What follows belongs to an exercise in optimizing a design on an open flow for a short achievable clock period and few clock cycles; a production flow would make more cautious choices. Function was checked by simulation only, so behaviour that the tests miss may differ from the original. Power figures rest on the tool's default switching activity, not on a simulated workload.

07-14:
==> module dcache_ctrl, before the edit <==
module dcache_ctrl #(
  parameter int INDEX_BITS = 4
) (
  input  logic        clk,
  input  logic        rst,
  input  logic [31:0] address,
  input  logic [31:0] writeData,
  input  logic        memRead,
  input  logic        memWrite,
  output logic [31:0] readData,
  output logic        hit,
  output logic        memReq,
  output logic        memWe,
  output logic [31:0] memAddr,
  output logic [31:0] memWriteData,
  input  logic        memReady,
  input  logic [31:0] memReadData
);
  localparam int LINE_WORDS = 4;
  localparam int LINES      = 1 << INDEX_BITS;
  localparam int SLOTS      = LINES * LINE_WORDS;
  localparam int TAG_W      = 28 - INDEX_BITS;
  logic [SLOTS-1:0]      wvalid;
  logic [TAG_W-1:0]      tag_arr  [LINES];
  logic [31:0]           data_arr [SLOTS];
  logic                  cv;         
  logic                  hit_q;      
  logic                  cand_q;     
  logic [31:0]           rp_q;
  logic [31:0]           rq0_q;
  logic [31:0]           rq1_q;
  logic                  mreq_q;     
  logic                  mwe_q;      
  logic                  we_q;       
  logic [31:2]           maddr_q;    
  logic [31:0]           mwd_q;      
  logic                  mown_q;     
  logic [SLOTS-1:0]      sdec_q;     
  logic                  rf_active;
  logic [27:0]           rf_line;    
  logic [1:0]            rf_word;    
  logic [1:0]            rf_cnt;     
  logic                  tw_q;       
  logic [SLOTS-1:0]      rfdec_q;    
  logic                  unused_byte_offset;
  assign unused_byte_offset = ^address[1:0];
  logic [31:2]           a;
  logic [1:0]            a_word;
  logic [INDEX_BITS-1:0] a_index;
  logic [TAG_W-1:0]      a_tag;
  logic [5:0]            a_slot;
  assign a       = address[31:2];
  assign a_word  = a[3:2];
  assign a_index = a[3+INDEX_BITS:4];
  assign a_tag   = a[31:4+INDEX_BITS];
  assign a_slot  = a[3+INDEX_BITS:2];
  logic req, is_st, is_ld;
  assign req   = memRead || memWrite;
  assign is_st = memWrite;
  assign is_ld = memRead && !memWrite;
  logic [LINES-1:0] tag_m, word_v;
  always_comb begin
    for (int i = 0; i < LINES; i++) begin
      tag_m[i]  = (tag_arr[i] == a_tag);
      word_v[i] = tag_m[i] && wvalid[i*LINE_WORDS + a_word];
    end
  end
  logic rf_on;    
  assign rf_on = rf_active && !mwe_q;
  logic tag_eq, word_valid, line_pend, match;
  assign tag_eq     = tag_m[a_index];
  assign word_valid = word_v[a_index];
  assign line_pend  = rf_active && (rf_line == a[31:4]);
  assign match      = rf_on && ({rf_line, rf_word} == a);
  assign memReq       = mreq_q;
  assign memWe        = we_q;
  assign memAddr      = {maddr_q, 2'b00};
  assign memWriteData = mwd_q;
  logic rf_beat, rf_last, rf_busy;
  assign rf_beat = rf_on && memReady;
  assign rf_last = rf_beat && (rf_cnt == 2'd3);
  assign rf_busy = rf_active && !rf_last;    
  logic done, act;
  assign done = hit_q || (cand_q && memReady);
  assign act  = req && !done;    
  assign hit  = done;
  assign readData = rq0_q | rq1_q | (memReadData & rp_q);
  logic ld_go;    
  assign ld_go = act && is_ld && !line_pend && !rf_busy;
  logic start_rf;
  assign start_rf = ld_go && !word_valid;
  logic ld_next;
  assign ld_next = start_rf ||
                   (line_pend && !rf_last && !match &&
                    ((rf_beat ? rf_word + 2'd1 : rf_word) == a_word));
  logic st_hold, ld_cand;
  assign st_hold = act && is_st;              
  assign ld_cand = act && is_ld && ld_next;   
  always_ff @(posedge clk or posedge rst) begin
    if (rst) begin
      cv        <= 1'b0;
      hit_q     <= 1'b0;
      cand_q    <= 1'b0;
      mreq_q    <= 1'b0;
      mwe_q     <= 1'b0;
      we_q      <= 1'b0;
      rf_active <= 1'b0;
      tw_q      <= 1'b0;
      wvalid    <= '0;
    end else begin
      cv     <= act;
      hit_q  <= act && is_ld && (word_valid || (match && memReady));
      cand_q <= st_hold || ld_cand;
      rf_active <= rf_busy || start_rf;
      tw_q      <= start_rf;
      mreq_q    <= st_hold || rf_busy || start_rf;
      mwe_q     <= st_hold;
      we_q      <= st_hold || !(rf_busy || start_rf);
      for (int s = 0; s < SLOTS; s++) begin
        if (rf_beat && rfdec_q[s]) wvalid[s] <= 1'b1;
      end
      for (int i = 0; i < LINES; i++) begin
        if (ld_go && !word_v[i] && a_index == i) wvalid[i*LINE_WORDS +: LINE_WORDS] <= '0;
      end
    end
  end
  logic [31:0] lo_n, hi_n;
  logic        pass_n;
  assign lo_n = match ? memReadData : (a_slot[5] ? 32'd0 : data_arr[{1'b0, a_slot[4:0]}]);
  assign hi_n = (match || !a_slot[5]) ? 32'd0 : data_arr[{1'b1, a_slot[4:0]}];
  assign pass_n  = !(word_valid || match);
  logic [31:0] wdata;
  assign wdata = mwe_q ? writeData : memReadData;    
  always_ff @(posedge clk) begin
    rp_q  <= lo_n | {32{pass_n}};
    rq0_q <= lo_n & {32{!pass_n}};
    rq1_q <= hi_n & {32{!pass_n}};
    if (rf_busy) begin
      rf_line <= rf_line;
      rf_word <= rf_beat ? rf_word + 2'd1 : rf_word;
      rf_cnt  <= rf_beat ? rf_cnt + 2'd1 : rf_cnt;
      if (rf_beat) begin
        for (int s = 0; s < SLOTS; s++) begin
          rfdec_q[s] <= rfdec_q[(s & ~(LINE_WORDS-1)) | ((s + LINE_WORDS - 1) & (LINE_WORDS-1))];
        end
      end
    end else begin
      rf_line <= a[31:4];
      rf_word <= a_word;
      rf_cnt  <= 2'd0;
      for (int s = 0; s < SLOTS; s++) rfdec_q[s] <= (a_slot == s);
    end
    if (rf_busy && !st_hold) maddr_q <= {rf_line, rf_beat ? rf_word + 2'd1 : rf_word};
    else                     maddr_q <= a;
    mwd_q <= writeData;
    if (!mwe_q) begin
      mown_q <= tag_eq;
      for (int s = 0; s < SLOTS; s++) sdec_q[s] <= (a_slot == s);
    end
    for (int s = 0; s < SLOTS; s++) begin
      if ((rf_on && rfdec_q[s]) ||
          (mwe_q && mown_q && sdec_q[s])) data_arr[s] <= wdata;
    end
    if (tw_q) tag_arr[rf_line[INDEX_BITS-1:0]] <= rf_line[27:INDEX_BITS];
  end
endmodule
make LEC_CHECK=0 ABC_CLOCK_PERIOD_IN_PS=500 CAP_MARGIN=20 CORE_MARGIN=2 CORE_UTILIZATION=50 SETUP_SLACK_MARGIN=3.4 SLEW_MARGIN=20 finish   # period 6.0 ns
run.sh (not shown) runs the stock make flow with config.mk's settings and CLKGATE_MAP_FILE= SYNTH_SCRIPT=/design/flow/synth_recipe.tcl, a recipe that flattens the netlist after the stock synthesis.
Testbench counts of 07-14, summed over its fixed seeds: cycles 43,538.
--- input diff 07-14..04-16 ---
--- a/flow/design.v
+++ b/flow/design.v
@@ -41,7 +41,6 @@
   logic [1:0]            rf_word;    
   logic [1:0]            rf_cnt;     
   logic                  tw_q;       
-  logic [SLOTS-1:0]      rfdec_q;    
   logic                  unused_byte_offset;
   assign unused_byte_offset = ^address[1:0];
   logic [31:2]           a;
@@ -90,7 +89,7 @@
   logic start_rf;
   assign start_rf = ld_go && !word_valid;
   logic ld_next;
-  assign ld_next = start_rf ||
+  assign ld_next = (start_rf && cv) ||
                    (line_pend && !rf_last && !match &&
                     ((rf_beat ? rf_word + 2'd1 : rf_word) == a_word));
   logic st_hold, ld_cand;
@@ -117,7 +116,7 @@
       mwe_q     <= st_hold;
       we_q      <= st_hold || !(rf_busy || start_rf);
       for (int s = 0; s < SLOTS; s++) begin
-        if (rf_beat && rfdec_q[s]) wvalid[s] <= 1'b1;
+        if (rf_beat && {rf_line[INDEX_BITS-1:0], rf_word} == s) wvalid[s] <= 1'b1;
       end
       for (int i = 0; i < LINES; i++) begin
         if (ld_go && !word_v[i] && a_index == i) wvalid[i*LINE_WORDS +: LINE_WORDS] <= '0;
@@ -128,7 +127,7 @@
   logic        pass_n;
   assign lo_n = match ? memReadData : (a_slot[5] ? 32'd0 : data_arr[{1'b0, a_slot[4:0]}]);
   assign hi_n = (match || !a_slot[5]) ? 32'd0 : data_arr[{1'b1, a_slot[4:0]}];
-  assign pass_n  = !(word_valid || match);
+  assign pass_n  = !match && (cv || (line_pend && !wvalid[rf_line[INDEX_BITS-1:0]*LINE_WORDS + a_word]));
   logic [31:0] wdata;
   assign wdata = mwe_q ? writeData : memReadData;    
   always_ff @(posedge clk) begin
@@ -139,16 +138,10 @@
       rf_line <= rf_line;
       rf_word <= rf_beat ? rf_word + 2'd1 : rf_word;
       rf_cnt  <= rf_beat ? rf_cnt + 2'd1 : rf_cnt;
-      if (rf_beat) begin
-        for (int s = 0; s < SLOTS; s++) begin
-          rfdec_q[s] <= rfdec_q[(s & ~(LINE_WORDS-1)) | ((s + LINE_WORDS - 1) & (LINE_WORDS-1))];
-        end
-      end
     end else begin
       rf_line <= a[31:4];
       rf_word <= a_word;
       rf_cnt  <= 2'd0;
-      for (int s = 0; s < SLOTS; s++) rfdec_q[s] <= (a_slot == s);
     end
     if (rf_busy && !st_hold) maddr_q <= {rf_line, rf_beat ? rf_word + 2'd1 : rf_word};
     else                     maddr_q <= a;
@@ -158,7 +151,7 @@
       for (int s = 0; s < SLOTS; s++) sdec_q[s] <= (a_slot == s);
     end
     for (int s = 0; s < SLOTS; s++) begin
-      if ((rf_on && rfdec_q[s]) ||
+      if ((rf_on && {rf_line[INDEX_BITS-1:0], rf_word} == s) ||
           (mwe_q && mown_q && sdec_q[s])) data_arr[s] <= wdata;
     end
     if (tw_q) tag_arr[rf_line[INDEX_BITS-1:0]] <= rf_line[27:INDEX_BITS];
Results
- Compared with 07-14, 04-16 shows final RePlAce weighted congestion higher by 0.036.
- Taking 07-14 as the reference, in 04-16 post-route worst setup slack went up by 68 ps, mux share of post-synthesis cell area down 0.54 points, area growth from synthesis to final layout moved down.
- Min post-cts repair resize count across 07-14 and 04-16: 07-14
- The final reports for 04-16 and 07-14 show relative max-transition margin higher in the former.
- | pin slew with the least headroom to its limit | higher: 07-14 |
- The worst setup path endpoint comes out rq1_q[2] in one run and rp_q[11] in the other, namely in 07-14 and 04-16 respectively.
- Relative to 07-14, 04-16 improves synthesized area.
- Re total instance count after detailed placement: 07-14 and 04-16 aren't equal, and the higher value belongs to 07-14.
- The global-route met2 utilization reported for 04-16 is smaller than that of 07-14 by 0.38 points.
- Going from 07-14 to 04-16, total buffers and inverters traversed by the critical path shrinks by 1.
- Between 07-14 and 04-16, the flow reports maximum operating frequency increasing by a few percent.
- On power: between 07-14 and 04-16, it ends up higher for 07-14.
- In the final reports, the cell area of 04-16 is smaller than that of 07-14.
Testbench counts of 04-16, summed over its fixed seeds: cycles 44,488.

-- separate check: timing with driven ports --
The results above use ideal ports. As a check the final layouts listed here were re-extracted and re-timed, cells and wires unchanged.
Step 1 sets driving cells, clkbuf_16 on the clock port and buf_2 on the other inputs (assumed; they add their load-dependent delay and slew).
Step 2 times the ports against the registers' clock, not the clock port: input delays grow and output delays shrink by t, the midpoint of the rising clock arrivals with the driver on.
Three values: ideal ports, drivers, drivers and shift; two values: the first two.
run | t, ns | slack for setup (ns) | clock arrival spread, ns
07-14 | 1.026 | 2.867 / 2.853 / 1.895 | 0.080 / 0.080
04-16 | 1.024 | 2.935 / 2.729 / 1.705 | 0.073 / 0.074
After both steps every run listed still meets setup and hold. For 04-16, which loses most, drivers alone change the setup slack by -0.206 ns; drivers and shift together by -1.230 ns.
